From an optimization exercise on the open Yosys and OpenROAD flow, aimed at small area; shortcuts taken in it are not production practice. Function was checked by simulation only, so behaviour that the tests miss may differ from the original. No activity file was given, so power comes from the tool's default toggle rates.

==> design.v <==
`timescale 1ns/1ps
package safe_mode_pkg;
  typedef enum logic [1:0] {
    MODE_INDEP = 2'd0,
    MODE_TMR   = 2'd1,
    MODE_DMR   = 2'd2
  } fabric_mode_e;
  typedef logic [$clog2(3)-1:0] hart_idx_t;
endpackage
`timescale 1ns/1ps
package safe_bus_pkg;
  typedef logic [32-1:0] addr_t;
  typedef logic [32-1:0] data_t;
  typedef enum logic {
    OP_READ  = 1'b0,
    OP_WRITE = 1'b1
  } bus_op_e;
endpackage
`timescale 1ns/1ps
module safe_mode_fsm (
  input  logic                    clk_i,
  input  logic                    rst_ni,
  input  logic [1:0]            mode_req_i,
  input  logic [1:0]               master_req_i,
  input  logic [3-1:0] sleep_i,
  output logic [1:0]            mode_o,
  output logic [1:0]               master_o
);
  safe_mode_pkg::fabric_mode_e state_q;
  safe_mode_pkg::fabric_mode_e state_d;
  safe_mode_pkg::hart_idx_t    master_q;
  safe_mode_pkg::hart_idx_t    master_d;
  logic         all_sleep;
  assign all_sleep = &sleep_i;
  always_comb begin
    state_d  = state_q;
    master_d = master_q;
    if (all_sleep) begin
      case (mode_req_i)
        safe_mode_pkg::MODE_INDEP: state_d = safe_mode_pkg::MODE_INDEP;
        safe_mode_pkg::MODE_TMR:   state_d = safe_mode_pkg::MODE_TMR;
        safe_mode_pkg::MODE_DMR:   state_d = safe_mode_pkg::MODE_DMR;
        default:    state_d = state_q;
      endcase
      if (master_req_i < safe_mode_pkg::hart_idx_t'(3)) begin
        master_d = master_req_i;
      end
    end
  end
  always_ff @(posedge clk_i or negedge rst_ni) begin
    if (!rst_ni) begin
      state_q  <= safe_mode_pkg::MODE_INDEP;
      master_q <= '0;
    end else begin
      state_q  <= state_d;
      master_q <= master_d;
    end
  end
  assign mode_o   = state_q;
  assign master_o = master_q;
endmodule
`timescale 1ns/1ps
module lockstep_fill_counter (
  input  logic         clk_i,
  input  logic         rst_ni,
  input  logic [1:0] mode_i,
  output logic         fill_done_o
);
  localparam int unsigned FILL_CNT = 2;
  localparam int unsigned CNT_W    = $clog2(FILL_CNT + 1);
  logic [CNT_W-1:0] cnt_q;
  always_ff @(posedge clk_i or negedge rst_ni) begin
    if (!rst_ni) begin
      cnt_q <= '0;
    end else if (mode_i != safe_mode_pkg::MODE_DMR) begin
      cnt_q <= '0;
    end else if (cnt_q != CNT_W'(FILL_CNT)) begin
      cnt_q <= cnt_q + 1'b1;
    end
  end
  assign fill_done_o = (cnt_q == CNT_W'(FILL_CNT));
endmodule
`timescale 1ns/1ps
module lockstep_delay_line (
  input  logic    clk_i,
  input  logic    rst_ni,
  input  logic    shift_i,
  input  logic    lead_req_i,
  input  logic lead_op_i,
  input  logic [32-1:0]   lead_addr_i,
  input  logic [32-1:0]   lead_wdata_i,
  input  logic    lead_gnt_i,
  input  logic    lead_rvalid_i,
  input  logic [32-1:0]   lead_rdata_i,
  output logic    dly_req_o,
  output logic dly_op_o,
  output logic [32-1:0]   dly_addr_o,
  output logic [32-1:0]   dly_wdata_o,
  output logic    dly_gnt_o,
  output logic    dly_rvalid_o,
  output logic [32-1:0]   dly_rdata_o
);
  localparam int unsigned DEPTH = 2;
  logic  [DEPTH-1:0] req_q;
  logic  [DEPTH-1:0] op_q;
  safe_bus_pkg::addr_t [DEPTH-1:0] addr_q;
  safe_bus_pkg::data_t [DEPTH-1:0] wdata_q;
  logic  [DEPTH-1:0] gnt_q;
  logic  [DEPTH-1:0] rvalid_q;
  safe_bus_pkg::data_t [DEPTH-1:0] rdata_q;
  always_ff @(posedge clk_i or negedge rst_ni) begin
    if (!rst_ni) begin
      req_q    <= '0;
      op_q     <= '0;
      addr_q   <= '0;
      wdata_q  <= '0;
      gnt_q    <= '0;
      rvalid_q <= '0;
      rdata_q  <= '0;
    end else if (shift_i) begin
      req_q[0]    <= lead_req_i;
      op_q[0]     <= lead_op_i;
      addr_q[0]   <= lead_addr_i;
      wdata_q[0]  <= lead_wdata_i;
      gnt_q[0]    <= lead_gnt_i;
      rvalid_q[0] <= lead_rvalid_i;
      rdata_q[0]  <= lead_rdata_i;
      for (int i = 1; i < DEPTH; i++) begin
        req_q[i]    <= req_q[i-1];
        op_q[i]     <= op_q[i-1];
        addr_q[i]   <= addr_q[i-1];
        wdata_q[i]  <= wdata_q[i-1];
        gnt_q[i]    <= gnt_q[i-1];
        rvalid_q[i] <= rvalid_q[i-1];
        rdata_q[i]  <= rdata_q[i-1];
      end
    end
  end
  assign dly_req_o    = req_q[DEPTH-1];
  assign dly_op_o     = safe_bus_pkg::bus_op_e'(op_q[DEPTH-1]);
  assign dly_addr_o   = addr_q[DEPTH-1];
  assign dly_wdata_o  = wdata_q[DEPTH-1];
  assign dly_gnt_o    = gnt_q[DEPTH-1];
  assign dly_rvalid_o = rvalid_q[DEPTH-1];
  assign dly_rdata_o  = rdata_q[DEPTH-1];
endmodule
`timescale 1ns/1ps
module redundancy_checker (
  input  logic [1:0]                     mode_i,
  input  logic                             fill_done_i,
  input  logic    [3-1:0]       core_req_i,
  input  logic [3-1:0]       core_op_i,
  input  logic [3-1:0][32-1:0]       core_addr_i,
  input  logic [3-1:0][32-1:0]       core_wdata_i,
  input  logic [1:0]                        partner_i,
  input  logic                             dly_req_i,
  input  logic                          dly_op_i,
  input  logic [32-1:0]                            dly_addr_i,
  input  logic [32-1:0]                            dly_wdata_i,
  output logic                             vote_req_o,
  output logic                          vote_op_o,
  output logic [32-1:0]                            vote_addr_o,
  output logic [32-1:0]                            vote_wdata_o,
  output logic                             tmr_error_o,
  output logic                             dmr_error_o
);
  localparam int unsigned REQ_W = 2 + 32 + 32;
  logic [3-1:0][REQ_W-1:0] req_word;
  logic [REQ_W-1:0]                   dly_word;
  logic                               tmr_mismatch;
  logic                               dmr_mismatch;
  for (genvar i = 0; i < 3; i++) begin : gen_word
    assign req_word[i] = {core_req_i[i], core_op_i[i], core_addr_i[i], core_wdata_i[i]};
  end
  assign dly_word = {dly_req_i, dly_op_i, dly_addr_i, dly_wdata_i};
  assign vote_req_o   = (core_req_i[0] & core_req_i[1]) | (core_req_i[0] & core_req_i[2])
                      | (core_req_i[1] & core_req_i[2]);
  assign vote_op_o    = safe_bus_pkg::bus_op_e'((core_op_i[0] & core_op_i[1]) | (core_op_i[0] & core_op_i[2])
                      | (core_op_i[1] & core_op_i[2]));
  assign vote_addr_o  = (core_addr_i[0] & core_addr_i[1]) | (core_addr_i[0] & core_addr_i[2])
                      | (core_addr_i[1] & core_addr_i[2]);
  assign vote_wdata_o = (core_wdata_i[0] & core_wdata_i[1]) | (core_wdata_i[0] & core_wdata_i[2])
                      | (core_wdata_i[1] & core_wdata_i[2]);
  assign tmr_mismatch = (req_word[0] != req_word[1]) || (req_word[1] != req_word[2]);
  assign tmr_error_o  = (mode_i == safe_mode_pkg::MODE_TMR) && tmr_mismatch;
  assign dmr_mismatch = (req_word[partner_i] != dly_word);
  assign dmr_error_o  = (mode_i == safe_mode_pkg::MODE_DMR) && fill_done_i && dmr_mismatch;
endmodule
`timescale 1ns/1ps
module hart_bus_router (
  input  logic                         clk_i,
  input  logic                         rst_ni,
  input  logic [1:0]                 mode_i,
  input  logic [1:0]                    master_i,
  input  logic    [3-1:0]   core_req_i,
  input  logic [3-1:0]   core_op_i,
  input  logic [3-1:0][32-1:0]   core_addr_i,
  input  logic [3-1:0][32-1:0]   core_wdata_i,
  output logic    [3-1:0]   core_gnt_o,
  output logic    [3-1:0]   core_rvalid_o,
  output logic [3-1:0][32-1:0]   core_rdata_o,
  output logic    [3-1:0]   mem_req_o,
  output logic [3-1:0]   mem_op_o,
  output logic [3-1:0][32-1:0]   mem_addr_o,
  output logic [3-1:0][32-1:0]   mem_wdata_o,
  input  logic    [3-1:0]   mem_gnt_i,
  input  logic    [3-1:0]   mem_rvalid_i,
  input  logic [3-1:0][32-1:0]   mem_rdata_i,
  input  logic                         vote_req_i,
  input  logic                      vote_op_i,
  input  logic [32-1:0]                        vote_addr_i,
  input  logic [32-1:0]                        vote_wdata_i,
  input  logic                         dly_gnt_i,
  input  logic                         dly_rvalid_i,
  input  logic [32-1:0]                        dly_rdata_i,
  output logic [1:0]                    partner_o
);
  safe_mode_pkg::hart_idx_t partner;
  safe_mode_pkg::hart_idx_t parked;
  logic      park_rvalid_q;
  assign partner = (master_i == safe_mode_pkg::hart_idx_t'(3 - 1)) ? '0
                                                               : master_i + safe_mode_pkg::hart_idx_t'(1);
  assign parked  = (master_i == '0) ? safe_mode_pkg::hart_idx_t'(3 - 1)
                                    : master_i - safe_mode_pkg::hart_idx_t'(1);
  assign partner_o = partner;
  always_ff @(posedge clk_i or negedge rst_ni) begin
    if (!rst_ni) begin
      park_rvalid_q <= 1'b0;
    end else begin
      park_rvalid_q <= (mode_i == safe_mode_pkg::MODE_DMR) && core_req_i[parked];
    end
  end
  always_comb begin
    for (int i = 0; i < 3; i++) begin
      mem_req_o[i]     = 1'b0;
      mem_op_o[i]      = safe_bus_pkg::OP_READ;
      mem_addr_o[i]    = '0;
      mem_wdata_o[i]   = '0;
      core_gnt_o[i]    = mem_gnt_i[i];
      core_rvalid_o[i] = mem_rvalid_i[i];
      core_rdata_o[i]  = mem_rdata_i[i];
    end
    case (mode_i)
      safe_mode_pkg::MODE_TMR: begin
        mem_req_o[master_i]   = vote_req_i;
        mem_op_o[master_i]    = vote_op_i;
        mem_addr_o[master_i]  = vote_addr_i;
        mem_wdata_o[master_i] = vote_wdata_i;
        for (int i = 0; i < 3; i++) begin
          core_gnt_o[i]    = mem_gnt_i[master_i];
          core_rvalid_o[i] = mem_rvalid_i[master_i];
          core_rdata_o[i]  = mem_rdata_i[master_i];
        end
      end
      safe_mode_pkg::MODE_DMR: begin
        mem_req_o[master_i]   = core_req_i[master_i];
        mem_op_o[master_i]    = core_op_i[master_i];
        mem_addr_o[master_i]  = core_addr_i[master_i];
        mem_wdata_o[master_i] = core_wdata_i[master_i];
        core_gnt_o[partner]    = dly_gnt_i;
        core_rvalid_o[partner] = dly_rvalid_i;
        core_rdata_o[partner]  = dly_rdata_i;
        core_gnt_o[parked]     = core_req_i[parked];
        core_rvalid_o[parked]  = park_rvalid_q;
        core_rdata_o[parked]   = 32'h1050_0073;
      end
      default: begin
        for (int i = 0; i < 3; i++) begin
          mem_req_o[i]   = core_req_i[i];
          mem_op_o[i]    = core_op_i[i];
          mem_addr_o[i]  = core_addr_i[i];
          mem_wdata_o[i] = core_wdata_i[i];
        end
      end
    endcase
  end
endmodule
`timescale 1ns/1ps
module safe_bus_fabric (
  input  logic         clk_i,
  input  logic         rst_ni,
  input  logic [2:0]   core_req_i,
  input  logic [2:0]   core_op_i,
  input  logic [95:0]  core_addr_i,
  input  logic [95:0]  core_wdata_i,
  output logic [2:0]   core_gnt_o,
  output logic [2:0]   core_rvalid_o,
  output logic [95:0]  core_rdata_o,
  output logic [2:0]   mem_req_o,
  output logic [2:0]   mem_op_o,
  output logic [95:0]  mem_addr_o,
  output logic [95:0]  mem_wdata_o,
  input  logic [2:0]   mem_gnt_i,
  input  logic [2:0]   mem_rvalid_i,
  input  logic [95:0]  mem_rdata_i,
  input  logic [1:0]   mode_req_i,
  input  logic [1:0]   master_req_i,
  input  logic [2:0]   sleep_i,
  output logic [1:0]   mode_o,
  output logic [1:0]   master_o,
  output logic         tmr_error_o,
  output logic         dmr_error_o
);
  safe_bus_pkg::bus_op_e [3-1:0] core_op_s;
  safe_bus_pkg::addr_t   [3-1:0] core_addr_s;
  safe_bus_pkg::data_t   [3-1:0] core_wdata_s;
  safe_bus_pkg::data_t   [3-1:0] core_rdata_s;
  safe_bus_pkg::bus_op_e [3-1:0] mem_op_s;
  safe_bus_pkg::addr_t   [3-1:0] mem_addr_s;
  safe_bus_pkg::data_t   [3-1:0] mem_wdata_s;
  safe_bus_pkg::data_t   [3-1:0] mem_rdata_s;
  safe_mode_pkg::fabric_mode_e               mode_req_s;
  safe_mode_pkg::hart_idx_t                  master_req_s;
  assign core_op_s    = core_op_i;
  assign core_addr_s  = core_addr_i;
  assign core_wdata_s = core_wdata_i;
  assign mem_rdata_s  = mem_rdata_i;
  assign mode_req_s   = safe_mode_pkg::fabric_mode_e'(mode_req_i);
  assign master_req_s = master_req_i;
  assign core_rdata_o = core_rdata_s;
  assign mem_op_o     = mem_op_s;
  assign mem_addr_o   = mem_addr_s;
  assign mem_wdata_o  = mem_wdata_s;
  safe_mode_pkg::fabric_mode_e mode_s;
  safe_mode_pkg::hart_idx_t    master_s;
  safe_mode_pkg::hart_idx_t    partner_s;
  logic         fill_done_s;
  logic         vote_req_s;
  safe_bus_pkg::bus_op_e      vote_op_s;
  safe_bus_pkg::addr_t        vote_addr_s;
  safe_bus_pkg::data_t        vote_wdata_s;
  logic         dly_req_s;
  safe_bus_pkg::bus_op_e      dly_op_s;
  safe_bus_pkg::addr_t        dly_addr_s;
  safe_bus_pkg::data_t        dly_wdata_s;
  logic         dly_gnt_s;
  logic         dly_rvalid_s;
  safe_bus_pkg::data_t        dly_rdata_s;
  safe_mode_fsm u_fsm (
    .clk_i        (clk_i),
    .rst_ni       (rst_ni),
    .mode_req_i   (mode_req_s),
    .master_req_i (master_req_s),
    .sleep_i      (sleep_i),
    .mode_o   (mode_s),
    .master_o (master_s)
  );
  lockstep_fill_counter u_fill (
    .clk_i        (clk_i),
    .rst_ni       (rst_ni),
    .mode_i      (mode_s),
    .fill_done_o (fill_done_s)
  );
  lockstep_delay_line u_delay (
    .clk_i        (clk_i),
    .rst_ni       (rst_ni),
    .shift_i       (mode_s == safe_mode_pkg::MODE_DMR),
    .lead_req_i    (core_req_i[master_s]),
    .lead_op_i     (core_op_s[master_s]),
    .lead_addr_i   (core_addr_s[master_s]),
    .lead_wdata_i  (core_wdata_s[master_s]),
    .lead_gnt_i    (mem_gnt_i[master_s]),
    .lead_rvalid_i (mem_rvalid_i[master_s]),
    .lead_rdata_i  (mem_rdata_s[master_s]),
    .dly_req_o     (dly_req_s),
    .dly_op_o      (dly_op_s),
    .dly_addr_o    (dly_addr_s),
    .dly_wdata_o   (dly_wdata_s),
    .dly_gnt_o     (dly_gnt_s),
    .dly_rvalid_o  (dly_rvalid_s),
    .dly_rdata_o   (dly_rdata_s)
  );
  redundancy_checker u_check (
    .mode_i       (mode_s),
    .fill_done_i  (fill_done_s),
    .core_req_i   (core_req_i),
    .core_op_i    (core_op_s),
    .core_addr_i  (core_addr_s),
    .core_wdata_i (core_wdata_s),
    .partner_i    (partner_s),
    .dly_req_i    (dly_req_s),
    .dly_op_i     (dly_op_s),
    .dly_addr_i   (dly_addr_s),
    .dly_wdata_i  (dly_wdata_s),
    .vote_req_o   (vote_req_s),
    .vote_op_o    (vote_op_s),
    .vote_addr_o  (vote_addr_s),
    .vote_wdata_o (vote_wdata_s),
    .tmr_error_o  (tmr_error_o),
    .dmr_error_o  (dmr_error_o)
  );
  hart_bus_router u_router (
    .clk_i        (clk_i),
    .rst_ni       (rst_ni),
    .mode_i        (mode_s),
    .master_i      (master_s),
    .core_req_i   (core_req_i),
    .core_op_i    (core_op_s),
    .core_addr_i  (core_addr_s),
    .core_wdata_i (core_wdata_s),
    .core_gnt_o   (core_gnt_o),
    .core_rvalid_o (core_rvalid_o),
    .core_rdata_o (core_rdata_s),
    .mem_req_o    (mem_req_o),
    .mem_op_o     (mem_op_s),
    .mem_addr_o   (mem_addr_s),
    .mem_wdata_o  (mem_wdata_s),
    .mem_gnt_i    (mem_gnt_i),
    .mem_rvalid_i (mem_rvalid_i),
    .mem_rdata_i  (mem_rdata_s),
    .vote_req_i    (vote_req_s),
    .vote_op_i     (vote_op_s),
    .vote_addr_i   (vote_addr_s),
    .vote_wdata_i  (vote_wdata_s),
    .dly_gnt_i     (dly_gnt_s),
    .dly_rvalid_i  (dly_rvalid_s),
    .dly_rdata_i   (dly_rdata_s),
    .partner_o     (partner_s)
  );
  assign mode_o   = mode_s;
  assign master_o = master_s;
endmodule
==> run.sh <==
#!/bin/bash
# synth_recipe.tcl (not shown) runs the flow's synth.tcl, then flattens the netlist and writes it again
# the make line also repeats each setting of config.mk as NAME=value (left out here)
make -C /OpenROAD-flow-scripts/flow DESIGN_CONFIG=/design/flow/config.mk WORK_HOME=/design/flow/orfs CLKGATE_MAP_FILE= SYNTH_SCRIPT=/design/flow/synth_recipe.tcl finish
==> config.mk <==
export PLATFORM = sky130hd
export DESIGN_NAME = safe_bus_fabric
export DESIGN_NICKNAME = safe_bus_fabric
export VERILOG_FILES = /design/flow/design.v
export SDC_FILE = /design/flow/constraint.sdc
export NUM_CORES = 4
export LEC_CHECK = 0
export CAP_MARGIN = 20
export CORE_MARGIN = 2
export CORE_UTILIZATION = 40
export SLEW_MARGIN = 20
==> constraint.sdc <==
create_clock -name core_clock -period 6.0 [get_ports {clk_i}]
set_input_delay 1.2000 -clock core_clock [delete_from_list [all_inputs] [get_ports {clk_i}]]
set_output_delay 1.2000 -clock core_clock [all_outputs]
set_load 0.01 [all_outputs]
==> run notes <==
[registers in the layout, summed over array words and instances (netlist names)]
register and count:
u_fill.cnt_q 2, u_router.park_rvalid_q 1, u_delay.rvalid_q 2, u_delay.rdata_q 64
u_delay.op_q 2, u_delay.addr_q 64, u_delay.gnt_q 2, u_fsm.master_q 2
u_fsm.state_q 2, u_delay.req_q 2, u_delay.wdata_q 64
[logic make-up after synthesis]
family          after synthesis  share of synthesized area
compound gates              715                      0.211
mux                         409                      0.225
xor+xnor                     65                     0.0291
flops                       207                      0.265
buf+inv                     197                     0.0435
simple gates                610                      0.137
fa+ha+maj                   140                     0.0896
[placed cells by master (no fill, tap or decap), types with 23 or more instances in the layout]
master,count
a211o_1,66
a21oi_1,100
a22oi_1,64
and2_1,29
buf_4,48
clkbuf_16,27
clkdlybuf4s50_1,613
dfrtp_1,205
ha_1,135
mux2_2,232
mux2i_1,176
nand2_1,440
nand3b_1,25
nor4_1,43
o21ai_0,430
o22ai_1,23
xor2_1,49
[final timing paths]
kind	from	endpoint	slack [ps]	depth (start not counted)
setup / recovery	u_fsm.master_q[0]$_DFFE_PN0P_	dmr_error_o	240	11
setup reg to reg	u_fsm.master_q[0]$_DFFE_PN0P_	u_delay.addr_q[17]$_DFFE_PN0P_	3390	4
max in group asynchronous	rst_ni	u_delay.wdata_q[17]$_DFFE_PN0P_	4150	2
hold / removal	u_delay.req_q[0]$_DFFE_PN0P_	u_delay.req_q[0]$_DFFE_PN0P_	470	1
min in group asynchronous	rst_ni	u_delay.addr_q[21]$_DFFE_PN0P_	660	1
hold reg to reg	u_delay.req_q[0]$_DFFE_PN0P_	u_delay.req_q[0]$_DFFE_PN0P_	470	1
[cell type report]
type / count / area share
Timing Repair Buffer: 672 / 0.246
Sequential cell: 207 / 0.190
Clock buffer: 32 / 0.0265
Multi-Input combinational cell: 1939 / 0.498
Antenna cell: 12 / 0.00110
Tap cell: 622 / 0.0285
Inverter: 12 / 0.00165
Clock inverter: 14 / 0.00815
[routing by layer]
metal	GRT usage	up-vias	part of all wire
met1	0.437	10300	0.41
met2	0.585	966	0.48
met3	0.0625	152	0.074
li1	-	9569	-
met4	0.148	6	0.040
met5	0	-	0.00043
[through the flow]
step | util | setup slack (ps) | hold slack [ps] | cell area, sq um | cells
global route | 0.562 | 61.8 | 491 | 27300 | 3509
global placement | 0.541 | 358 | 457 | 26300 | 3451
finish | 0.562 | 240 | 474 | 27300 | 3510
detailed placement | 0.541 | 340 | 463 | 26300 | 3451
floorplan | - | 1940 | 446 | 19600 | 2343
CTS | 0.560 | 90.4 | 475 | 27300 | 3497
[power breakdown]
part | leakage (uW) | internal (uW) | switching, uW
Clock | 0.000469 | 1110 | 640
Combinational | 0.00835 | 2880 | 3260
Sequential | 0.00255 | 2060 | 459
Total | 0.0114 | 6050 | 4360
[repair_timing]
action | CTS | global route
setup buffers | 0 | 1
pin swaps | 0 | 1
setup endpoints to repair | 1 | 1
gates resized for setup | 1 | 2
hold buffers | 0 | 0
==> impl_metrics.csv <==
group,metric,value,unit
yosys,synth-edff-count,0,
die,pin_count,615,
global_routing,grtUsageTotal,0.348,
die,die_h,225,microns
drt,drtIter0Drc,1651,
placement,routabilityCongestion,0.998,
timing,rsz0062_at_grt,"false",
drt,finalWirelength,91300,microns
timing,fin_crit_sh,0.960,
timing,slew_violations,0,
drt,wl_per_cell,26.0,microns
power,ir_worst_vdd,0.000282,V
timing,tightest_slew,1170,ps
critical_path,cp_slowest_cell,"clkdlybuf4s50_1",
yosys,ys_types,51,
global_routing,grt_pass1_wl,134000,microns
yosys,synth_flop_cell,"dfrtp_1",
global_routing,first_global_vias,20500,
critical_path,cp.required,4800,ps
timing,min_period,5760,ps
cells_and_area,syn2layout_area_growth,39.7,%
yosys,synthTopCellsByCount,"440 x nand2_1, 430 x o21ai_0, 232 x mux2_2, 207 x dfrtp_1, 176 x mux2i_1",
placement,hpwl,67700,microns
clock_network,cts_tree,"built",
clock_network,cts_buffers,26,
critical_path,setup.worst_path.start_class,"flop",
drt,vias_per_cell,5.97,
yosys,syn-num-nets,2792,
run_status,status,"complete, no violations",
clock_network,cts_sinks,207,
timing,slew_headroom,0.223,
drt,num_vias,21000,
yosys,async_flop_share,1.00,
critical_path,cp_max_fo,17,
timing,timing_hold_violations_final,0,
yosys,yosysWarningCount,4,
power,p_leak,0.0114,uW
timing,fmax,0.174,GHz
die,core,0.0486,sq mm
die,start_util,0.402,
yosys,synth_area_leaders,"dfrtp_1 26%, mux2_2 13%, o21ai_0 11%",
yosys,yosys.area.top_type,"dfrtp_1",
die,die_w,225,microns
global_routing,grt_max_degree,219,
global_routing,antenna_found_initial,15,
yosys,yosysSeqAreaShare,0.265,
clock_network,worstSkewPairLatency,540,ps
drt,dr.pass1.iters,6,
critical_path,cp_top_family,"buffers and inverters",
yosys,ys_ff_latch,207,
run,maxCapViolations,0,
cells_and_area,fill_cells,4513,
yosys,netlist_instances,2343,
die,fp.dieArea,0.0507,sq mm
drt,remaining_drc_errors,0,
critical_path,cp_slowest_stage_delay,550,ps
global_routing,grt_overflow,0,
critical_path,cp_data_arrival_time,4560,ps
drt,ant_nets,0,
power,p_total,10400,uW
critical_path,path_cells,"inv_1, ha_4, buf_4, mux2i_1, o21ai_0, xor2_1, nor4_1, nand4_1, nor4_1, a41oi_1, clkdlybuf4s50_1",
critical_path,end_kind,"output port",
critical_path,critPathKind,"flop to output port",
placement,io_buffer_count,614,
clock_network,clk_pin_slew,60,ps
die,rows,81,
yosys,yosysMostFrequentCell,"nand2_1",
timing,fin_worst_skew,12.0,ps
clock_network,clock_path_buffers,3,
cells_and_area,drive_gt1_frac,0.124,
critical_path,cp_num_buf_inv,3,
clock_network,clock-root-buffer,"clkbuf_16",
power,power_density,381,mW/mm^2
yosys,syn_area,0.0196,sq mm
timing,finalSetupViolations,0,
yosys,yosysTopAreaCellShare,0.265,
critical_path,cp_common_cell,"nor4_1",
worst_hold_path,hold_class,"flop to flop",
timing,tns,0,ps
clock_network,cts-htree-levels,1,
yosys,syn_avg_cell_area,8.35,sq um
cells_and_area,fin_nets,3307,
cells_and_area,multiInputGateArea,0.0136,sq mm
cells_and_area,seq_area,0.00519,sq mm

[port drivers added, routing unchanged]
The results above use ideal ports. As a check the final layout listed here was re-extracted and re-timed, cells and wires unchanged. Step 1 (the two cells are an assumption about what drives the block):
set clk [get_ports {clk_i}]
set_driving_cell -lib_cell sky130_fd_sc_hd__clkbuf_16 $clk
set_driving_cell -lib_cell sky130_fd_sc_hd__buf_2 [delete_from_list [all_inputs] $clk]
Step 2 also shifts input and output timing later by t, the mid clock arrival at the registers, as if the neighbouring blocks saw the same clock. Three values: ideal ports, drivers, drivers and shift; two values: the first two.
t (ns): 0.597
slack for setup (ns): 0.240 / 0.181 / 0.229
worst register clock-pin slew, ns: 0.06 / 0.06
cell pins on the clock port's net: 1
After both steps this run still meets setup and hold. The setup slack of this run moves by -0.059 ns with the drivers and by -0.011 ns with both steps.
